Background: an optimization exercise with open tools, aiming at small area, a short achievable clock period and few clock cycles per item. Do not read the settings as production practice. No run shown here included a check of the RTL's function; only the layout flow was run. The clock port is modelled as an ideal driver; clocking choices that lean on that would not hold on a real chip.

File: flow/config.mk
export PLATFORM = sky130hd
export DESIGN_NAME = aesDecryptTop
export DESIGN_NICKNAME = aesDecryptTop
export VERILOG_FILES = /design/flow/design.v
export SDC_FILE = /design/flow/constraint.sdc
export NUM_CORES = 8
export LEC_CHECK = 0
export CAP_MARGIN = 20
export CORE_AREA = 4 4 376 376
export DETAILED_ROUTE_END_ITERATION = 24
export DIE_AREA = 0 0 380 380
export SLEW_MARGIN = 20
File: flow/constraint.sdc
create_clock -name core_clock -period 21.0 [get_ports {clk}]
set_input_delay 4.2000 -clock core_clock [delete_from_list [all_inputs] [get_ports {clk}]]
set_output_delay 4.2000 -clock core_clock [all_outputs]
set_load 0.01 [all_outputs]
File: flow/design.v
`timescale 1ns/1ps
module invSbox
(
    input  logic [7:0] inByte,
    input  logic [7:0] keyByte,
    output logic [7:0] outByte
);
    logic [3:0] ah, al, d, lam, di;
    logic [8:0] fh, fl, p, q, r, fdi;
    assign ah = inByte[7:4];
    assign al = inByte[3:0];
    assign fh[0] = ah[3];
    assign fl[0] = al[3];
    assign fh[1] = ah[2];
    assign fl[1] = al[2];
    assign fh[2] = (ah[3] ^ ah[2]);
    assign fl[2] = (al[3] ^ al[2]);
    assign fh[3] = ah[1];
    assign fl[3] = al[1];
    assign fh[4] = ah[0];
    assign fl[4] = al[0];
    assign fh[5] = (ah[1] ^ ah[0]);
    assign fl[5] = (al[1] ^ al[0]);
    assign fh[6] = (ah[3] ^ ah[1]);
    assign fl[6] = (al[3] ^ al[1]);
    assign fh[7] = (ah[2] ^ ah[0]);
    assign fl[7] = (al[2] ^ al[0]);
    assign fh[8] = ((ah[3] ^ ah[2]) ^ (ah[1] ^ ah[0]));
    assign fl[8] = ((al[3] ^ al[2]) ^ (al[1] ^ al[0]));
    assign p[0] = fh[0] & fl[0];
    assign p[1] = fh[1] & fl[1];
    assign p[2] = fh[2] & fl[2];
    assign p[3] = fh[3] & fl[3];
    assign p[4] = fh[4] & fl[4];
    assign p[5] = fh[5] & fl[5];
    assign p[6] = fh[6] & fl[6];
    assign p[7] = fh[7] & fl[7];
    assign p[8] = fh[8] & fl[8];
    assign lam[0] = (fl[7] ^ (inByte[1] ^ fh[7]));
    assign lam[1] = (fl[8] ^ (inByte[0] ^ fh[8]));
    assign lam[2] = (inByte[5] ^ fl[2]);
    assign lam[3] = (inByte[3] ^ inByte[4]);
    logic y13, y14, y15, y16, y17, y18, y19, y20, y21, y22, y23, y24, y25, y26;
    assign y13 = p[0] ^ p[4];
    assign y14 = p[4] ^ p[7];
    assign y15 = p[2] ^ p[3];
    assign y16 = lam[0] ^ y13;
    assign y17 = y15 ^ y16;
    assign y18 = p[1] ^ p[5];
    assign y19 = lam[1] ^ y13;
    assign y20 = y18 ^ y19;
    assign y21 = p[3] ^ p[6];
    assign y22 = lam[2] ^ y14;
    assign y23 = y21 ^ y22;
    assign y24 = p[5] ^ p[8];
    assign y25 = lam[3] ^ y14;
    assign y26 = y24 ^ y25;
    assign d[0] = y17;
    assign d[1] = y20;
    assign d[2] = y23;
    assign d[3] = y26;
    always_comb
    begin
        case (d)
            4'd0: di = 4'd0;
            4'd1: di = 4'd1;
            4'd2: di = 4'd3;
            4'd3: di = 4'd2;
            4'd4: di = 4'd10;
            4'd5: di = 4'd8;
            4'd6: di = 4'd14;
            4'd7: di = 4'd13;
            4'd8: di = 4'd5;
            4'd9: di = 4'd11;
            4'd10: di = 4'd4;
            4'd11: di = 4'd9;
            4'd12: di = 4'd15;
            4'd13: di = 4'd7;
            4'd14: di = 4'd6;
            4'd15: di = 4'd12;
            default: di = 4'd0;
        endcase
    end
    assign fdi[0] = di[3];
    assign fdi[1] = di[2];
    assign fdi[2] = (di[3] ^ di[2]);
    assign fdi[3] = di[1];
    assign fdi[4] = di[0];
    assign fdi[5] = (di[1] ^ di[0]);
    assign fdi[6] = (di[3] ^ di[1]);
    assign fdi[7] = (di[2] ^ di[0]);
    assign fdi[8] = ((di[3] ^ di[2]) ^ (di[1] ^ di[0]));
    assign q[0] = fh[0] & fdi[0];
    assign r[0] = fl[0] & fdi[0];
    assign q[1] = fh[1] & fdi[1];
    assign r[1] = fl[1] & fdi[1];
    assign q[2] = fh[2] & fdi[2];
    assign r[2] = fl[2] & fdi[2];
    assign q[3] = fh[3] & fdi[3];
    assign r[3] = fl[3] & fdi[3];
    assign q[4] = fh[4] & fdi[4];
    assign r[4] = fl[4] & fdi[4];
    assign q[5] = fh[5] & fdi[5];
    assign r[5] = fl[5] & fdi[5];
    assign q[6] = fh[6] & fdi[6];
    assign r[6] = fl[6] & fdi[6];
    assign q[7] = fh[7] & fdi[7];
    assign r[7] = fl[7] & fdi[7];
    assign q[8] = fh[8] & fdi[8];
    assign r[8] = fl[8] & fdi[8];
    logic z26, z27, z28, z29, z30, z31, z32, z33, z34, z35, z36, z37, z38, z39, z40, z41, z42, z43, z44, z45, z46, z47, z48, z49, z50, z51, z52, z53, z54, z55, z56, z57, z58, z59, z60, z61, z62, z63, z64, z65, z66, z67, z68, z69;
    assign z26 = q[3] ^ r[1];
    assign z27 = r[0] ^ z26;
    assign z28 = q[4] ^ q[7];
    assign z29 = q[6] ^ r[3];
    assign z30 = r[6] ^ z29;
    assign z31 = q[1] ^ q[2];
    assign z32 = r[5] ^ z28;
    assign z33 = q[8] ^ r[8];
    assign z34 = z27 ^ z30;
    assign z35 = r[4] ^ z33;
    assign z36 = r[7] ^ z27;
    assign z37 = q[8] ^ r[2];
    assign z38 = r[3] ^ keyByte[0];
    assign z39 = z26 ^ z31;
    assign z40 = z37 ^ z38;
    assign z41 = z32 ^ z39;
    assign z42 = z40 ^ z41;
    assign z43 = q[0] ^ q[2];
    assign z44 = q[6] ^ q[7];
    assign z45 = keyByte[1] ^ z43;
    assign z46 = z44 ^ z45;
    assign z47 = q[0] ^ q[1];
    assign z48 = q[4] ^ keyByte[2];
    assign z49 = z47 ^ z48;
    assign z50 = z35 ^ z49;
    assign z51 = z34 ^ z50;
    assign z52 = q[5] ^ keyByte[3];
    assign z53 = z52 ^ z35;
    assign z54 = z34 ^ z53;
    assign z55 = r[7] ^ keyByte[4];
    assign z56 = z55 ^ z32;
    assign z57 = z34 ^ z56;
    assign z58 = q[5] ^ r[8];
    assign z59 = keyByte[5] ^ z31;
    assign z60 = z58 ^ z59;
    assign z61 = z36 ^ z60;
    assign z62 = q[3] ^ r[8];
    assign z63 = keyByte[6] ^ z62;
    assign z64 = z30 ^ z32;
    assign z65 = z63 ^ z64;
    assign z66 = keyByte[7] ^ z28;
    assign z67 = z31 ^ z33;
    assign z68 = z66 ^ z67;
    assign z69 = z36 ^ z68;
    assign outByte[0] = z42;
    assign outByte[1] = z46;
    assign outByte[2] = z51;
    assign outByte[3] = z54;
    assign outByte[4] = z57;
    assign outByte[5] = z61;
    assign outByte[6] = z65;
    assign outByte[7] = z69;
endmodule
`timescale 1ns/1ps
module invMixColumns
(
    input  logic [31:0] inCol,
    input  logic        flip,
    output logic [31:0] outCol
);
    logic l33, l34, l35, l36, l37, l38, l39, l40, l41, l42, l43, l44, l45, l46, l47, l48, l49, l50, l51, l52, l53, l54, l55, l56, l57, l58, l59, l60, l61, l62, l63, l64, l65, l66, l67, l68, l69, l70, l71, l72, l73, l74, l75, l76, l77, l78, l79, l80, l81, l82, l83, l84, l85, l86, l87, l88, l89, l90, l91, l92, l93, l94, l95, l96, l97, l98, l99, l100, l101, l102, l103, l104, l105, l106, l107, l108, l109, l110, l111, l112, l113, l114, l115, l116, l117, l118, l119, l120, l121, l122, l123, l124, l125, l126, l127, l128, l129, l130, l131, l132, l133, l134, l135, l136, l137, l138, l139, l140, l141, l142, l143, l144, l145, l146, l147, l148, l149, l150, l151, l152, l153, l154, l155, l156, l157, l158, l159, l160, l161, l162, l163, l164, l165, l166, l167, l168, l169, l170, l171, l172, l173, l174, l175, l176, l177, l178, l179, l180, l181, l182, l183, l184, l185, l186, l187, l188, l189, l190, l191, l192, l193, l194, l195, l196, l197, l198, l199, l200, l201, l202, l203, l204, l205, l206, l207, l208, l209, l210, l211, l212, l213, l214, l215, l216, l217, l218, l219, l220, l221, l222, l223, l224, l225, l226, l227, l228, l229, l230, l231, l232, l233, l234, l235, l236, l237, l238, l239, l240, l241, l242, l243;
    assign l33 = inCol[15] ^ inCol[23];
    assign l34 = inCol[3] ^ inCol[7];
    assign l35 = inCol[27] ^ inCol[31];
    assign l36 = inCol[11] ^ inCol[19];
    assign l37 = inCol[12] ^ inCol[28];
    assign l38 = l34 ^ l36;
    assign l39 = inCol[4] ^ inCol[20];
    assign l40 = inCol[2] ^ l35;
    assign l41 = inCol[6] ^ flip;
    assign l42 = inCol[9] ^ inCol[24];
    assign l43 = inCol[1] ^ inCol[16];
    assign l44 = inCol[0] ^ inCol[17];
    assign l45 = inCol[14] ^ inCol[22];
    assign l46 = inCol[8] ^ inCol[25];
    assign l47 = inCol[18] ^ l33;
    assign l48 = l37 ^ l41;
    assign l49 = inCol[26] ^ l42;
    assign l50 = inCol[5] ^ inCol[30];
    assign l51 = inCol[10] ^ l46;
    assign l52 = l33 ^ l35;
    assign l53 = inCol[15] ^ l45;
    assign l54 = l40 ^ l44;
    assign l55 = inCol[23] ^ inCol[29];
    assign l56 = l38 ^ l52;
    assign l57 = inCol[11] ^ inCol[17];
    assign l58 = inCol[7] ^ inCol[31];
    assign l59 = inCol[13] ^ inCol[22];
    assign l60 = inCol[10] ^ l43;
    assign l61 = l39 ^ l41;
    assign l62 = l47 ^ l49;
    assign l63 = inCol[30] ^ l46;
    assign l64 = inCol[9] ^ inCol[19];
    assign l65 = inCol[13] ^ inCol[14];
    assign l66 = inCol[26] ^ l43;
    assign l67 = inCol[6] ^ inCol[15];
    assign l68 = inCol[21] ^ l39;
    assign l69 = inCol[1] ^ inCol[26];
    assign l70 = inCol[13] ^ l44;
    assign l71 = l38 ^ l60;
    assign l72 = inCol[4] ^ inCol[30];
    assign l73 = inCol[0] ^ inCol[16];
    assign l74 = l51 ^ l67;
    assign l75 = l42 ^ l61;
    assign l76 = inCol[14] ^ inCol[21];
    assign l77 = inCol[7] ^ inCol[28];
    assign l78 = inCol[23] ^ l48;
    assign l79 = l66 ^ l72;
    assign l80 = l34 ^ l64;
    assign l81 = inCol[12] ^ l34;
    assign l82 = inCol[29] ^ flip;
    assign l83 = l36 ^ l53;
    assign l84 = l45 ^ l78;
    assign l85 = l63 ^ l75;
    assign l86 = inCol[21] ^ inCol[30];
    assign l87 = inCol[3] ^ inCol[12];
    assign l88 = inCol[8] ^ inCol[24];
    assign l89 = inCol[19] ^ inCol[22];
    assign l90 = inCol[18] ^ inCol[28];
    assign l91 = inCol[7] ^ l33;
    assign l92 = inCol[10] ^ inCol[20];
    assign l93 = l34 ^ l57;
    assign l94 = l36 ^ l69;
    assign l95 = inCol[5] ^ l37;
    assign l96 = l39 ^ l82;
    assign l97 = inCol[20] ^ inCol[24];
    assign l98 = inCol[25] ^ inCol[30];
    assign l99 = l44 ^ l97;
    assign l100 = l98 ^ l99;
    assign l101 = l71 ^ l100;
    assign l102 = l84 ^ l101;
    assign l103 = inCol[18] ^ inCol[22];
    assign l104 = l55 ^ l64;
    assign l105 = l87 ^ l103;
    assign l106 = l40 ^ l66;
    assign l107 = l104 ^ l105;
    assign l108 = l106 ^ l107;
    assign l109 = inCol[31] ^ l33;
    assign l110 = l50 ^ l48;
    assign l111 = l68 ^ l109;
    assign l112 = l110 ^ l111;
    assign l113 = inCol[20] ^ inCol[28];
    assign l114 = inCol[31] ^ l55;
    assign l115 = l73 ^ l89;
    assign l116 = l113 ^ l49;
    assign l117 = l114 ^ l115;
    assign l118 = l116 ^ l117;
    assign l119 = l45 ^ l50;
    assign l120 = l96 ^ l119;
    assign l121 = l56 ^ l120;
    assign l122 = inCol[21] ^ inCol[27];
    assign l123 = l77 ^ l89;
    assign l124 = l122 ^ l47;
    assign l125 = l63 ^ l123;
    assign l126 = l124 ^ l125;
    assign l127 = l91 ^ l94;
    assign l128 = l54 ^ l127;
    assign l129 = inCol[17] ^ inCol[27];
    assign l130 = l65 ^ l129;
    assign l131 = l95 ^ l130;
    assign l132 = l62 ^ l71;
    assign l133 = l131 ^ l132;
    assign l134 = inCol[0] ^ inCol[1];
    assign l135 = l35 ^ l90;
    assign l136 = l134 ^ l135;
    assign l137 = l83 ^ l136;
    assign l138 = l85 ^ l137;
    assign l139 = l50 ^ l92;
    assign l140 = l40 ^ l49;
    assign l141 = l93 ^ l139;
    assign l142 = l140 ^ l141;
    assign l143 = l39 ^ l55;
    assign l144 = l58 ^ l65;
    assign l145 = l48 ^ l143;
    assign l146 = l144 ^ l145;
    assign l147 = inCol[4] ^ l50;
    assign l148 = l77 ^ l88;
    assign l149 = l147 ^ l148;
    assign l150 = l54 ^ l149;
    assign l151 = l50 ^ l59;
    assign l152 = l48 ^ l151;
    assign l153 = l56 ^ l152;
    assign l154 = inCol[3] ^ inCol[6];
    assign l155 = inCol[29] ^ l154;
    assign l156 = l52 ^ l155;
    assign l157 = l79 ^ l156;
    assign l158 = l33 ^ l40;
    assign l159 = l51 ^ l80;
    assign l160 = l158 ^ l159;
    assign l161 = inCol[3] ^ inCol[25];
    assign l162 = l36 ^ l59;
    assign l163 = l161 ^ l68;
    assign l164 = l162 ^ l54;
    assign l165 = l62 ^ l163;
    assign l166 = l164 ^ l165;
    assign l167 = inCol[8] ^ inCol[27];
    assign l168 = l44 ^ l167;
    assign l169 = l80 ^ l168;
    assign l170 = l79 ^ l169;
    assign l171 = l84 ^ l170;
    assign l172 = inCol[2] ^ inCol[10];
    assign l173 = inCol[25] ^ l67;
    assign l174 = l90 ^ l172;
    assign l175 = l38 ^ l70;
    assign l176 = l173 ^ l174;
    assign l177 = l175 ^ l176;
    assign l178 = flip ^ l58;
    assign l179 = l53 ^ l68;
    assign l180 = l95 ^ l178;
    assign l181 = l179 ^ l180;
    assign l182 = inCol[4] ^ inCol[13];
    assign l183 = l73 ^ l182;
    assign l184 = l81 ^ l183;
    assign l185 = l74 ^ l184;
    assign l186 = l65 ^ l86;
    assign l187 = l61 ^ l186;
    assign l188 = l56 ^ l187;
    assign l189 = inCol[2] ^ inCol[5];
    assign l190 = inCol[6] ^ inCol[11];
    assign l191 = inCol[14] ^ inCol[23];
    assign l192 = inCol[31] ^ l42;
    assign l193 = l189 ^ l190;
    assign l194 = l191 ^ l81;
    assign l195 = l192 ^ l193;
    assign l196 = l194 ^ l195;
    assign l197 = l35 ^ l47;
    assign l198 = l60 ^ l93;
    assign l199 = l197 ^ l198;
    assign l200 = l37 ^ l55;
    assign l201 = l69 ^ l86;
    assign l202 = l38 ^ l51;
    assign l203 = l200 ^ l201;
    assign l204 = l54 ^ l202;
    assign l205 = l203 ^ l204;
    assign l206 = inCol[16] ^ l57;
    assign l207 = l87 ^ l40;
    assign l208 = l53 ^ l206;
    assign l209 = l207 ^ l208;
    assign l210 = l85 ^ l209;
    assign l211 = inCol[4] ^ inCol[27];
    assign l212 = l76 ^ l211;
    assign l213 = l47 ^ l51;
    assign l214 = l94 ^ l212;
    assign l215 = l213 ^ l214;
    assign l216 = inCol[30] ^ l37;
    assign l217 = l59 ^ l91;
    assign l218 = l96 ^ l216;
    assign l219 = l217 ^ l218;
    assign l220 = inCol[11] ^ inCol[12];
    assign l221 = inCol[20] ^ l43;
    assign l222 = l76 ^ l88;
    assign l223 = l220 ^ l47;
    assign l224 = l221 ^ l222;
    assign l225 = l223 ^ l224;
    assign l226 = inCol[21] ^ inCol[29];
    assign l227 = l45 ^ l226;
    assign l228 = l48 ^ l227;
    assign l229 = l56 ^ l228;
    assign l230 = l58 ^ l92;
    assign l231 = l70 ^ l230;
    assign l232 = l83 ^ l231;
    assign l233 = inCol[25] ^ inCol[31];
    assign l234 = l233 ^ l38;
    assign l235 = l62 ^ l234;
    assign l236 = inCol[5] ^ inCol[9];
    assign l237 = inCol[18] ^ inCol[29];
    assign l238 = l39 ^ l43;
    assign l239 = l236 ^ l237;
    assign l240 = l38 ^ l40;
    assign l241 = l238 ^ l239;
    assign l242 = l74 ^ l240;
    assign l243 = l241 ^ l242;
    assign outCol[0] = l102;
    assign outCol[1] = ~(l108);
    assign outCol[2] = l112;
    assign outCol[3] = l118;
    assign outCol[4] = ~(l121);
    assign outCol[5] = ~(l126);
    assign outCol[6] = ~(l128);
    assign outCol[7] = l133;
    assign outCol[8] = l138;
    assign outCol[9] = ~(l142);
    assign outCol[10] = l146;
    assign outCol[11] = l150;
    assign outCol[12] = ~(l153);
    assign outCol[13] = ~(l157);
    assign outCol[14] = ~(l160);
    assign outCol[15] = l166;
    assign outCol[16] = l171;
    assign outCol[17] = ~(l177);
    assign outCol[18] = l181;
    assign outCol[19] = l185;
    assign outCol[20] = ~(l188);
    assign outCol[21] = ~(l196);
    assign outCol[22] = ~(l199);
    assign outCol[23] = l205;
    assign outCol[24] = l210;
    assign outCol[25] = ~(l215);
    assign outCol[26] = l219;
    assign outCol[27] = l225;
    assign outCol[28] = ~(l229);
    assign outCol[29] = ~(l232);
    assign outCol[30] = ~(l235);
    assign outCol[31] = l243;
endmodule
module mixColumns
(
    input  logic [31:0] inCol,
    output logic [31:0] outCol
);
    logic m33, m34, m35, m36, m37, m38, m39, m40, m41, m42, m43, m44, m45, m46, m47, m48, m49, m50, m51, m52, m53, m54, m55, m56, m57, m58, m59, m60, m61, m62, m63, m64, m65, m66, m67, m68, m69, m70, m71, m72, m73, m74, m75, m76, m77, m78, m79, m80, m81, m82, m83, m84, m85, m86, m87, m88, m89, m90, m91, m92, m93, m94, m95, m96, m97, m98, m99, m100, m101, m102, m103, m104, m105, m106, m107, m108, m109, m110, m111, m112, m113, m114, m115, m116, m117, m118, m119, m120, m121, m122, m123, m124, m125, m126, m127, m128, m129, m130, m131, m132, m133, m134, m135, m136, m137, m138;
    assign m33 = inCol[15] ^ inCol[23];
    assign m34 = inCol[7] ^ inCol[15];
    assign m35 = inCol[7] ^ inCol[31];
    assign m36 = inCol[3] ^ inCol[11];
    assign m37 = inCol[9] ^ inCol[17];
    assign m38 = inCol[6] ^ inCol[30];
    assign m39 = inCol[14] ^ inCol[22];
    assign m40 = inCol[5] ^ inCol[13];
    assign m41 = inCol[8] ^ inCol[16];
    assign m42 = inCol[23] ^ inCol[31];
    assign m43 = inCol[1] ^ inCol[18];
    assign m44 = inCol[0] ^ m34;
    assign m45 = inCol[4] ^ inCol[28];
    assign m46 = inCol[20] ^ m40;
    assign m47 = inCol[27] ^ m35;
    assign m48 = inCol[12] ^ inCol[29];
    assign m49 = inCol[11] ^ inCol[19];
    assign m50 = inCol[2] ^ inCol[10];
    assign m51 = inCol[29] ^ m39;
    assign m52 = inCol[1] ^ inCol[25];
    assign m53 = inCol[16] ^ inCol[24];
    assign m54 = inCol[19] ^ m42;
    assign m55 = inCol[0] ^ inCol[24];
    assign m56 = inCol[12] ^ inCol[20];
    assign m57 = inCol[13] ^ inCol[21];
    assign m58 = inCol[26] ^ m43;
    assign m59 = inCol[24] ^ m35;
    assign m60 = m41 ^ m59;
    assign m61 = inCol[25] ^ m35;
    assign m62 = m37 ^ m55;
    assign m63 = m61 ^ m62;
    assign m64 = inCol[10] ^ inCol[25];
    assign m65 = m64 ^ m58;
    assign m66 = inCol[2] ^ inCol[26];
    assign m67 = m49 ^ m66;
    assign m68 = m47 ^ m67;
    assign m69 = inCol[3] ^ inCol[28];
    assign m70 = m56 ^ m69;
    assign m71 = m47 ^ m70;
    assign m72 = inCol[29] ^ m45;
    assign m73 = m57 ^ m72;
    assign m74 = inCol[5] ^ inCol[30];
    assign m75 = m74 ^ m51;
    assign m76 = inCol[31] ^ m33;
    assign m77 = m38 ^ m76;
    assign m78 = m53 ^ m44;
    assign m79 = inCol[8] ^ inCol[17];
    assign m80 = m52 ^ m79;
    assign m81 = m44 ^ m80;
    assign m82 = inCol[2] ^ inCol[9];
    assign m83 = m82 ^ m58;
    assign m84 = inCol[3] ^ inCol[19];
    assign m85 = inCol[27] ^ m34;
    assign m86 = m50 ^ m84;
    assign m87 = m85 ^ m86;
    assign m88 = inCol[20] ^ m34;
    assign m89 = m36 ^ m45;
    assign m90 = m88 ^ m89;
    assign m91 = inCol[4] ^ inCol[5];
    assign m92 = inCol[21] ^ m48;
    assign m93 = m91 ^ m92;
    assign m94 = inCol[22] ^ m38;
    assign m95 = m40 ^ m94;
    assign m96 = inCol[6] ^ inCol[14];
    assign m97 = inCol[23] ^ m35;
    assign m98 = m96 ^ m97;
    assign m99 = inCol[8] ^ m33;
    assign m100 = m55 ^ m99;
    assign m101 = inCol[9] ^ m33;
    assign m102 = m41 ^ m52;
    assign m103 = m101 ^ m102;
    assign m104 = inCol[26] ^ m37;
    assign m105 = m50 ^ m104;
    assign m106 = inCol[10] ^ inCol[18];
    assign m107 = inCol[27] ^ m33;
    assign m108 = m36 ^ m106;
    assign m109 = m107 ^ m108;
    assign m110 = inCol[12] ^ m33;
    assign m111 = m45 ^ m49;
    assign m112 = m110 ^ m111;
    assign m113 = m48 ^ m46;
    assign m114 = inCol[14] ^ m38;
    assign m115 = m57 ^ m114;
    assign m116 = inCol[31] ^ m34;
    assign m117 = m39 ^ m116;
    assign m118 = inCol[0] ^ m41;
    assign m119 = m42 ^ m118;
    assign m120 = inCol[1] ^ m37;
    assign m121 = m42 ^ m53;
    assign m122 = m120 ^ m121;
    assign m123 = inCol[17] ^ inCol[18];
    assign m124 = inCol[25] ^ m50;
    assign m125 = m123 ^ m124;
    assign m126 = inCol[18] ^ inCol[26];
    assign m127 = m36 ^ m126;
    assign m128 = m54 ^ m127;
    assign m129 = inCol[4] ^ inCol[27];
    assign m130 = m56 ^ m129;
    assign m131 = m54 ^ m130;
    assign m132 = inCol[21] ^ inCol[28];
    assign m133 = m132 ^ m46;
    assign m134 = inCol[6] ^ inCol[21];
    assign m135 = m134 ^ m51;
    assign m136 = inCol[7] ^ inCol[22];
    assign m137 = inCol[30] ^ m33;
    assign m138 = m136 ^ m137;
    assign outCol[0] = m60;
    assign outCol[1] = m63;
    assign outCol[2] = m65;
    assign outCol[3] = m68;
    assign outCol[4] = m71;
    assign outCol[5] = m73;
    assign outCol[6] = m75;
    assign outCol[7] = m77;
    assign outCol[8] = m78;
    assign outCol[9] = m81;
    assign outCol[10] = m83;
    assign outCol[11] = m87;
    assign outCol[12] = m90;
    assign outCol[13] = m93;
    assign outCol[14] = m95;
    assign outCol[15] = m98;
    assign outCol[16] = m100;
    assign outCol[17] = m103;
    assign outCol[18] = m105;
    assign outCol[19] = m109;
    assign outCol[20] = m112;
    assign outCol[21] = m113;
    assign outCol[22] = m115;
    assign outCol[23] = m117;
    assign outCol[24] = m119;
    assign outCol[25] = m122;
    assign outCol[26] = m125;
    assign outCol[27] = m128;
    assign outCol[28] = m131;
    assign outCol[29] = m133;
    assign outCol[30] = m135;
    assign outCol[31] = m138;
endmodule
`timescale 1ns/1ps
module invRoundDatapath
(
    input  logic [128-1:0] roundState,
    input  logic [128-1:0] roundKey,
    input  logic  stateFlip,
    output logic [128-1:0] nextState
);
    logic [128-1:0] mixed;
    for (genvar c = 0; c < 4; c++)
    begin : genMixCol
        invMixColumns invMixColumns_i
        (
            .inCol  (roundState[127-32*c -: 32]),
            .flip   (stateFlip),
            .outCol (mixed[127-32*c -: 32])
        );
    end
    for (genvar c = 0; c < 4; c++)
    begin : genSboxCol
        for (genvar r = 0; r < 4; r++)
        begin : genSboxRow
            invSbox invSbox_i
            (
                .inByte  (mixed[127-32*((c+4-r)%4)-8*r -: 8]),
                .keyByte (roundKey[127-32*c-8*r -: 8]),
                .outByte (nextState[127-32*c-8*r -: 8])
            );
        end
    end
endmodule
`timescale 1ns/1ps
module roundKeyStore
(
    input  logic     clk,
    input  logic     busy,
    input  logic     busyN,
    input  logic [1408-1:0]   expandedKey,
    output logic [128-1:0]    roundKey
);
    logic [128-1:0] keySlot [0:10-1];
    function automatic logic [128-1:0] keyOf(input logic [1408-1:0] sched, input int r);
        keyOf = {sched[32*(4*r) +: 32], sched[32*(4*r+1) +: 32],
                 sched[32*(4*r+2) +: 32], sched[32*(4*r+3) +: 32]};
    endfunction
    always_ff @(posedge clk)
    begin
        for (int i = 0; i < 10-1; i++)
            keySlot[i] <= ~(({128{busyN}} | keySlot[i+1]) &
                            ({128{busy}} | keyOf(expandedKey, 10-1-i)));
        keySlot[10-1] <= keyOf(expandedKey, 0);
    end
    assign roundKey = keySlot[0];
endmodule
`timescale 1ns/1ps
module aesDecryptCtrl
(
    input  logic     clk,
    input  logic     rstN,
    input  logic     inValid,
    input  logic [128-1:0]    cipherText,
    input  logic [128-1:0]    whitenKey,
    input  logic [128-1:0]    nextState,
    output logic     busy,
    output logic     busyN,
    output logic [128-1:0]    roundState,
    output logic     stateFlip,
    output logic     outValid
);
    logic [3:0] roundsLeft;
    logic       finalRound;
    logic [128-1:0] whitened;
    logic [128-1:0] whitenedMixed;
    assign finalRound = (roundsLeft == 4'd0);
    assign stateFlip  = roundsLeft[0];
    always_ff @(posedge clk)
    begin
        if (!rstN)
        begin
            busy     <= 1'b0;
            busyN    <= 1'b1;
            outValid <= 1'b0;
        end
        else
        begin
            outValid <= busy && finalRound;
            if (!busy)
            begin
                busy  <= inValid;
                busyN <= !inValid;
            end
            else if (finalRound)
            begin
                busy  <= 1'b0;
                busyN <= 1'b1;
            end
        end
    end
    always_ff @(posedge clk)
    begin
        if (!busy)
            roundsLeft <= 4'(10 - 1);
        else
            roundsLeft <= roundsLeft - 4'd1;
    end
    assign whitened = cipherText ^ whitenKey;
    for (genvar c = 0; c < 4; c++)
    begin : genWhitenCol
        mixColumns mixColumns_i
        (
            .inCol  (whitened[127-32*c -: 32]),
            .outCol (whitenedMixed[127-32*c -: 32])
        );
    end
    always_ff @(posedge clk)
        roundState <= ~(({128{busyN}} | nextState) &
                        ({128{busy}} | whitenedMixed));
endmodule
`timescale 1ns/1ps
module aesDecryptTop
(
    input  logic   clk,
    input  logic   rstN,
    input  logic   inValid,
    input  logic [128-1:0]  cipherText,
    input  logic [1408-1:0] expandedKey,
    output logic   outValid,
    output logic [128-1:0]  plainText
);
    logic     busy;
    logic     busyN;
    logic     stateFlip;
    logic [128-1:0]    roundKey;
    logic [128-1:0]    roundState;
    logic [128-1:0]    nextState;
    aesDecryptCtrl aesDecryptCtrl_i
    (
        .clk        (clk),
        .rstN       (rstN),
        .inValid    (inValid),
        .cipherText (cipherText),
        .whitenKey  ({expandedKey[32*40 +: 32], expandedKey[32*41 +: 32],
                      expandedKey[32*42 +: 32], expandedKey[32*43 +: 32]}),
        .nextState  (nextState),
        .busy       (busy),
        .busyN      (busyN),
        .roundState (roundState),
        .stateFlip  (stateFlip),
        .outValid   (outValid)
    );
    roundKeyStore roundKeyStore_i
    (
        .clk         (clk),
        .busy        (busy),
        .busyN       (busyN),
        .expandedKey (expandedKey),
        .roundKey    (roundKey)
    );
    invRoundDatapath invRoundDatapath_i
    (
        .roundState (roundState),
        .roundKey   (roundKey),
        .stateFlip  (stateFlip),
        .nextState  (nextState)
    );
    assign plainText = roundState;
endmodule
File: flow/flow/run.sh
#!/bin/bash
# The standard layout (standard.sh), with:
#  - synthesis by synth_recipe.tcl, but ABC mapping with an area-oriented script
#    (abc -script replaced; flip-flops are mapped before ABC, so unchanged),
#    without the three-input XOR cells;
#  - buf_1 port buffers, pins one track apart;
#  - timing repair aiming below the 21 ns period (SETUP_SLACK_MARGIN);
#  - a clock tree of clkbuf_16 without dummy loads, and without a wider
#    spacing rule on its root net (which clashed with neighbouring pins);
#  - the state flip-flops and output buffers one size up before the clock
#    tree (flow/pre_cts.tcl);
#  - if the routed layout has antenna or routing violations, placement and
#    routing are redone once or twice with a slightly different placement
#    density.
# Each run of standard.sh logs to standard_flow_N.log; ORFS keeps each step's
# log under orfs/logs/.
set -uo pipefail
W=$PWD
MARGIN="15.3"
CTSBUF="sky130_fd_sc_hd__clkbuf_16"
CTSEXTRA="-sink_clustering_size 20 -sink_clustering_max_diameter 100"
DENSITY="0.50"
EXTRA="GPL_ROUTABILITY_DRIVEN=0"
cp flow/map.abc $W/map.abc
cat > $W/my_synth.tcl <<EOT
proc abc {args} {
  set i [lsearch -exact \$args -script]
  if {\$i >= 0} { lset args [expr {\$i+1}] $W/map.abc }
  foreach c {xor3_1 xor3_2 xor3_4 xnor3_1 xnor3_2 xnor3_4} { lappend args -dont_use sky130_fd_sc_hd__\$c }
  yosys abc {*}\$args
}
source $W/synth_recipe.tcl
EOT
run_flow() {
  bash standard.sh \
    SYNTH_SCRIPT=$W/my_synth.tcl \
    BUFFER_PORTS_ARGS="-buffer_cell sky130_fd_sc_hd__buf_1" \
    PLACE_PINS_ARGS="-min_distance 1 -min_distance_in_tracks" \
    SETUP_SLACK_MARGIN=$MARGIN \
    PRE_CTS_TCL=$W/flow/pre_cts.tcl \
    CTS_ARGS="-sink_clustering_enable -repair_clock_nets -dont_use_dummy_load -apply_ndr none -buf_list {$CTSBUF} $CTSEXTRA" \
    $EXTRA "$@"
}
# a layout is retried if it is missing, has antenna violations or the
# detailed router left violations.
layout_ok() {
  local odb=$W/orfs/results/sky130hd/aesDecryptTop/base/6_final.odb
  local drc=$W/orfs/reports/sky130hd/aesDecryptTop/base/5_route_drc.rpt
  [[ -f $odb ]] || { echo "no final layout"; return; }
  [[ -s $drc ]] && { echo "routing violations"; return; }
  printf 'read_db %s\nputs "ANTENNAS [check_antennas]"\n' "$odb" > $W/antennas.tcl
  openroad -no_init -exit $W/antennas.tcl > $W/antennas_check.log 2>&1
  local n=$(grep -o 'ANTENNAS [0-9]*' $W/antennas_check.log | awk '{print $2}' | tail -1)
  [[ "$n" == "0" ]] && { echo ok; return; }
  echo "antenna violations: ${n:-unknown}"
}
run_flow PLACE_DENSITY=$DENSITY finish > standard_flow_0.log 2>&1
for try in 1 2; do
  st=$(layout_ok)
  echo "layout check after try $((try-1)): $st" >> flow_retries.log
  [[ "$st" == "ok" ]] && break
  bash standard.sh clean_place clean_cts clean_route clean_finish > standard_clean_$try.log 2>&1
  d=$(python3 -c "print(f'{$DENSITY + 0.01*$try:.2f}')")
  run_flow PLACE_DENSITY=$d finish > standard_flow_$try.log 2>&1
done
File: flow/flow/map.abc
&get -n; &st; &dch; &nf -R 20; &put
File: flow/flow/pre_cts.tcl
# the state register drives the plainText outputs: give its flip-flops and
# the output port buffers one size up before the clock tree is built.
set n 0
foreach inst [[ord::get_db_block] getInsts] {
  set nm [$inst getName]
  set m [[$inst getMaster] getName]
  if {[string match "*roundState*" $nm] && $m eq "sky130_fd_sc_hd__dfxtp_1"} {
    replace_cell [get_cells $nm] sky130_fd_sc_hd__dfxtp_2
    incr n
  }
}
puts "resized $n state flip-flops"
set n 0
foreach bt [[ord::get_db_block] getBTerms] {
  if {![string match "plainText*" [$bt getName]]} { continue }
  foreach it [[$bt getNet] getITerms] {
    set inst [$it getInst]
    if {[[$inst getMaster] getName] eq "sky130_fd_sc_hd__buf_1"} {
      replace_cell [get_cells [$inst getName]] sky130_fd_sc_hd__buf_2
      incr n
    }
  }
}
puts "resized $n output buffers"
File: flow/standard.sh
#!/bin/bash
# synth_recipe.tcl (not shown) runs the flow's synth.tcl, then flattens the netlist and writes it again
# the make line also repeats each setting of config.mk as NAME=value (left out here)
make -C /OpenROAD-flow-scripts/flow DESIGN_CONFIG=/design/flow/config.mk WORK_HOME=/design/flow/orfs CLKGATE_MAP_FILE= SYNTH_SCRIPT=/design/flow/synth_recipe.tcl "${@:-finish}"
==> results.toml, run 1 <==
[drt]
ant_nets = 0
wirelength_um = 225000
wl_per_cell_um = 22.8
vias = 51800
drt-initial-drc-count = 3165
drcViolationCount = 0
drt-vias-per-instance = 5.25
first_pass_iters = 6

[worst_setup_path]
cp.buffers_inverters = 1
startpoint_type = "flip-flop"
slowest_stage = "dfxtp_2"
crit_type = "flip-flop to output pin"
crit_start = "aesDecryptCtrl_i.roundState[84]$_DFF_P_"
critical_path.cell_chain = "buf_2"
crit_fanout = 6
crit_path_end_kind = "output pin"
r2r-start = "aesDecryptCtrl_i.roundState[44]$_DFF_P_"
slowest_delay_ns = 0.52
worstPathArrival_ns = 1.49
critical_path.top_delay_family = "flip-flops"
cp_data_required_time_ns = 16.80

[timing]
fin_crit_ns = 5.69
setup-tns-final_ns = 0
setup_violations = 0
hold_viol = 0
worstMarginPinSlew_ns = 1.11
slew_headroom_pct = 25.4
clock.fmax_mhz = 176
rsz0062_at_grt = "true"
clock_skew_ns = 0.0701
holdWs_ns = 0.364
post-route-period-util_pct = 27.1
maxSlewViolCount = 0

[die]
initial_core_util_pct = 45.8
core_area_um2 = 137000
ios = 1668
rows = 136
die_area_um2 = 144000
die_y_um = 380
die_w_um = 380

[global_route]
first_global_vias = 51400
met2_usage_pct = 45.2
grt_overflow = 0
grt-busiest-layer = "met2"
grt_pass1_wl_um = 321000
antenna_found_initial = 139
met3_usage_pct = 10.1
grtUsageMet1_pct = 35.2
grt_max_degree = 241
track_usage_pct = 28.7

[yosys]
synth_warnings = 4
synth.distinct_cells = 39
synthMuxAreaShare_pct = 0.177
synth_top_family_by_area = "XOR/XNOR gates"
ys_ff_latch = 1415
synth_fa_ha_area_share_pct = 0.111
syn_nets = 7628
synth_top_area_share_pct = 45.0
synth-simple-area-share_pct = 4.04
synth_compound_area_share_pct = 13.8
synth_xor_area_share_pct = 36.5
synth_flop_cell = "dfxtp_1"
mappedNetlistArea_um2 = 63000
synth.top_cells.by_area = "dfxtp_1, xnor2_1, o22ai_1"
yosys.area.top_type = "dfxtp_1"
ys_seq_area_share_pct = 45.0
netlist_instances = 6085
synth-edff-count = 0
synthArstFlopShare_pct = 0
avgSynthCellArea_um2 = 10.3

[final_layout]
fin_util_pct = 57.4
drive_gt1_share_pct = 11.1
area_delta_synth_final_pct = 25.3
fillers = 12600
finalNetCount = 9523
finalInstanceArea_um2 = 78900
final_cells = 9855

[outcome]
status = "timing/DRC/antenna clean"

[min_path]
min_path_type = "flip-flop to flip-flop"
worstHoldStart = "roundKeyStore_i.keySlot[8][127]$_DFF_P_"

[place]
place_area_um2 = 71800
hpwl_um = 174000
placed_cells = 9582
portBuffers = 1667

[cts]
clock_latency_ns = 0.70
cts_tree = "done"
cts_buffers = 85
clk_pin_slew_ns = 0.09
clock-sinks = 1415

[run]
cap_violations = 0
-- flip-flops by register name (all words and copies together) (netlist names) --
signal / flops
aesDecryptCtrl_i.roundState: 128
roundKeyStore_i.keySlot: 1280
aesDecryptCtrl_i.busyN: 1
aesDecryptCtrl_i.roundsLeft: 4
aesDecryptCtrl_i.outValid: 1
aesDecryptCtrl_i.busy: 1
-- layout by cell type (no fill, tap or decap), drive strengths merged, types with 25 or more instances in the layout --
| cell type | count |
|---|---|
| xnor2 | 1986 |
| xor2 | 641 |
| nand2 | 183 |
| nor2 | 227 |
| dfxtp | 1415 |
| nor2b | 60 |
| and2 | 25 |
| buf | 1808 |
| o21ai | 42 |
| clkbuf | 85 |
| nand2b | 46 |
| a21oi | 43 |
| o22ai | 1272 |
| diode | 83 |
| clkinv | 57 |
-- worst paths after layout --
check | slack, ns | end | depth (start not counted)
max | 15.31 | plainText[84] | 1
max reg2reg | 15.43 | aesDecryptCtrl_i.roundState[104]$_DFF_P_ | 21
min | 0.36 | roundKeyStore_i.keySlot[7][127]$_DFF_P_ | 1
min reg2reg | 0.36 | roundKeyStore_i.keySlot[7][127]$_DFF_P_ | 1
-- kinds of logic (layout without fill, tap and decap cells) --
group | Yosys count | count (layout)
AOI/OAI and AO/OA | 1397 | 1397
xor gates and xnor gates | 2627 | 2627
adders and majority gates | 6 | 6
buffers and inverters | 57 | 1950
DFF | 1415 | 1415
muxes | 11 | 11
other | 0 | 83
and+or+nand+nor | 572 | 572
-- synth_stat cells (all sizes together) (7+ instances only) --
master and n:
a22o 9, xor2 641, nor3 7, nor2b 60, a21oi 43, and2 25
clkinv 57, o21ai 42, nor2 227, mux2i 10, o22ai 1272, nand2b 46
dfxtp 1415, xnor2 1986, nand2 183, a21o 8, nand3 7
-- layout make-up --
class | count | area [um2] | area share, %
flip-flops and latches | 1415 | 28500 | 36.2
clock buffers | 85 | 2130 | 2.70
repair buffers | 1808 | 7560 | 9.58
well taps | 1794 | 2240 | 2.84
inverters | 57 | 215 | 0.273
multi-input cells | 4613 | 38000 | 48.2
diodes | 83 | 208 | 0.263
-- per-layer routing --
layer | vias up | wire length, um
li1 | 25000 | -
met1 | 24100 | 89400
met2 | 1997 | 99600
met3 | 605 | 22000
met4 | 98 | 13300
met5 | - | 653
-- metrics by stage --
| step | worst slack, ns |
|---|---|
| after global routing | 15.20 |
| after floorplan | 11.55 |
| final | 15.31 |
| after global placement | 13.82 |
| after CTS | 15.23 |
| after detailed placement | 13.84 |
-- what timing repair did --
item / CTS / global route
pin swaps: 19 / 58
hold buffers: 0 / 0
hold endpoints to repair: 0 / 0
setup buffers: 22 / 83
gates resized for setup: 185 / 303
setup endpoints to repair: 124 / 190
==> run 2: changes to the inputs <==
==> flow/flow/map.abc (replaced) <==
&get -n; &st; &dch; &nf -R 1000; &put
==> run 2 against run 1 <==
Against the previous run:
- still clean
- sequential share of layout area up 0.15 points
- setup slack improved by 0.035 ns
- synthesized cell count increased by 0.23%
- wire length fell by 1.3%
- hold slack better by 0.0098 ns
- flip-flop and latch count did not move
- maximum frequency rose by 0.62%
- critical path type unchanged
- highest routed layer unchanged
==> results.toml, run 2 <==
[outcome]
status = "timing/DRC/antenna clean"

[global_route]
grt_pass1_wl_um = 318000
grt_overflow = 0
grt_max_degree = 205
first_global_vias = 51500
track_usage_pct = 28.3
antenna_found_initial = 122

[drt]
wl_per_cell_um = 22.5
vias = 51700
first_pass_iters = 5
drcViolationCount = 0
wirelength_um = 222000
drt-vias-per-instance = 5.25
ant_nets = 0
drt-initial-drc-count = 2939

[final_layout]
largest_register = "roundKeyStore_i.keySlot"
layout_commonest_cell = "xnor2_1"
final_cell_mix = "xnor2_1, buf_1, dfxtp_1, o22ai_1, xor2_1"
largest_reg_flops = 1280
final_cells = 9844
drive_gt1_share_pct = 10.5
reg.largest.list = "roundKeyStore_i.keySlot x1280, aesDecryptCtrl_i.roundState x128, aesDecryptCtrl_i.roundsLeft x4"
finalNetCount = 9511
area_delta_synth_final_pct = 24.8

[cts]
cts_hold_buf = 0
cts_tree = "done"
clock-sinks = 1415
clk_pin_slew_ns = 0.09
cts_buffers = 84
clock_latency_ns = 0.72

[yosys]
synth-edff-count = 0
mappedNetlistArea_um2 = 62900
netlist_instances = 6099
avgSynthCellArea_um2 = 10.3
synth_warnings = 4
synth_flop_cell = "dfxtp_1"
ys_seq_area_share_pct = 45.0
synthTopCellsByCount = "xnor2_1, dfxtp_1, o22ai_1"
synth_top_area_share_pct = 45.0
synth_most_common_cell = "xnor2_1"
synth.distinct_cells = 35
synthArstFlopShare_pct = 0
ys_ff_latch = 1415
yosys.area.top_type = "dfxtp_1"
synth.top_cells.by_area = "dfxtp_1, xnor2_1, o22ai_1"
syn_nets = 7642

[timing]
setup-tns-final_ns = 0
maxSlewViolCount = 0
holdWs_ns = 0.374
clock.fmax_mhz = 177
fin_crit_ns = 5.65
hold_viol = 0
worst_slack_ns = 15.35
post-route-period-util_pct = 26.9
slew_headroom_pct = 27.2
rsz0062_at_grt = "true"
clock_skew_ns = 0.0958
worstMarginPinSlew_ns = 1.09
setup_violations = 0

[worst_setup_path]
startpoint_type = "flip-flop"
critical_path.top_delay_family = "flip-flops"
cp_data_required_time_ns = 16.80
slowest_delay_ns = 0.52
crit_fanout = 5
crit_path_end_kind = "output pin"
crit_start = "aesDecryptCtrl_i.roundState[35]$_DFF_P_"
slowest_stage = "dfxtp_2"
crit_type = "flip-flop to output pin"
critical_path.cell_chain = "buf_2"
cp.buffers_inverters = 1
worstPathArrival_ns = 1.45
r2r-start = "aesDecryptCtrl_i.roundState[20]$_DFF_P_"

[min_path]
min_path_type = "flip-flop to flip-flop"
worstHoldStart = "roundKeyStore_i.keySlot[5][96]$_DFF_P_"

[die]
initial_core_util_pct = 45.8
rows = 136
core_area_um2 = 137000
die_w_um = 380
die_area_um2 = 144000
die_y_um = 380
ios = 1668

[place]
hpwl_um = 172000
portBuffers = 1667
dp_slack_ns = 14.10
placed_cells = 9589

[run]
cap_violations = 0
-- run 2: metal layers --
layer	share of wire, %	global-route usage [%]	wire (um)
met1	40	34.9	89600
met3	8.4	8.32	18500
met4	5.7	14.6	12700
met2	45	45.0	101000
met5	0.23	0	501
-- run 2: cells by family after synthesis --
kind of cell	count (synthesis)	share of synthesized area [%]
AOI/OAI and AO/OA	1393	13.7
xor gates and xnor gates	2623	36.5
adders and majority gates	6	0.111
buffers and inverters	58	0.346
DFF	1415	45.0
muxes	11	0.177
and+or+nand+nor	593	4.13
-- run 2: final timing paths --
| path | to | slack (ns) | depth (start not counted) |
|---|---|---|---|
| worst min register to register | roundKeyStore_i.keySlot[4][96]$_DFF_P_ | 0.37 | 1 |
| worst max register to register | aesDecryptCtrl_i.roundState[74]$_DFF_P_ | 15.44 | 23 |
| worst max-delay path | plainText[35] | 15.35 | 1 |
| worst min-delay path | roundKeyStore_i.keySlot[4][96]$_DFF_P_ | 0.37 | 1 |
-- run 2: final cells by class --
type / instances / area, um2
tap: 1794 / 2240
inverter: 58 / 219
multi-input combinational: 4626 / 37900
clock buffer: 84 / 2100
antenna: 84 / 210
timing repair buffer: 1783 / 7380
sequential: 1415 / 28500
fill: 12600 / 58900
-- run 2: timing repair --
item,CTS,global route
pin swaps,6,57
buffers inserted,9,78
hold endpoints to repair,0,0
resized for setup,171,305
endpoints found under the setup margin,122,118
-- run 2: per-stage QoR --
step                      util [%]  area [um2]
final                         57.2       78600
after global placement        52.1       71700
after CTS                     54.9       75500
after global routing          57.1       78500
after detailed placement      52.1       71700
after floorplan                  -       63000

==> re-timing with driven ports <==
The results above use ideal ports. As a check the final layouts listed here were re-extracted and re-timed, cells and wires unchanged. Step 1: set_driving_cell puts a clkbuf_16 on clk and a buf_2 on each other input, an assumption about the parent block. Step 2 also shifts input and output timing later by t, the mid clock arrival at the registers, as if the neighbouring blocks saw the same clock. a / b / c = ideal ports / drivers / drivers and shift; a / b = the first two.
| run | t (ns) | setup slack, ns | worst slew at a driven data input, ns | cell pins on the clock port's net |
|---|---|---|---|---|
| run 1 | 0.769 | 15.315 / 15.232 / 14.652 | 0.17 | 1 |
| run 2 | 0.758 | 15.350 / 15.268 / 14.832 | 0.17 | 1 |
After both steps every run listed still meets setup and hold. For run 1, which loses most, drivers alone change the setup slack by -0.083 ns; drivers and shift together by -0.663 ns.
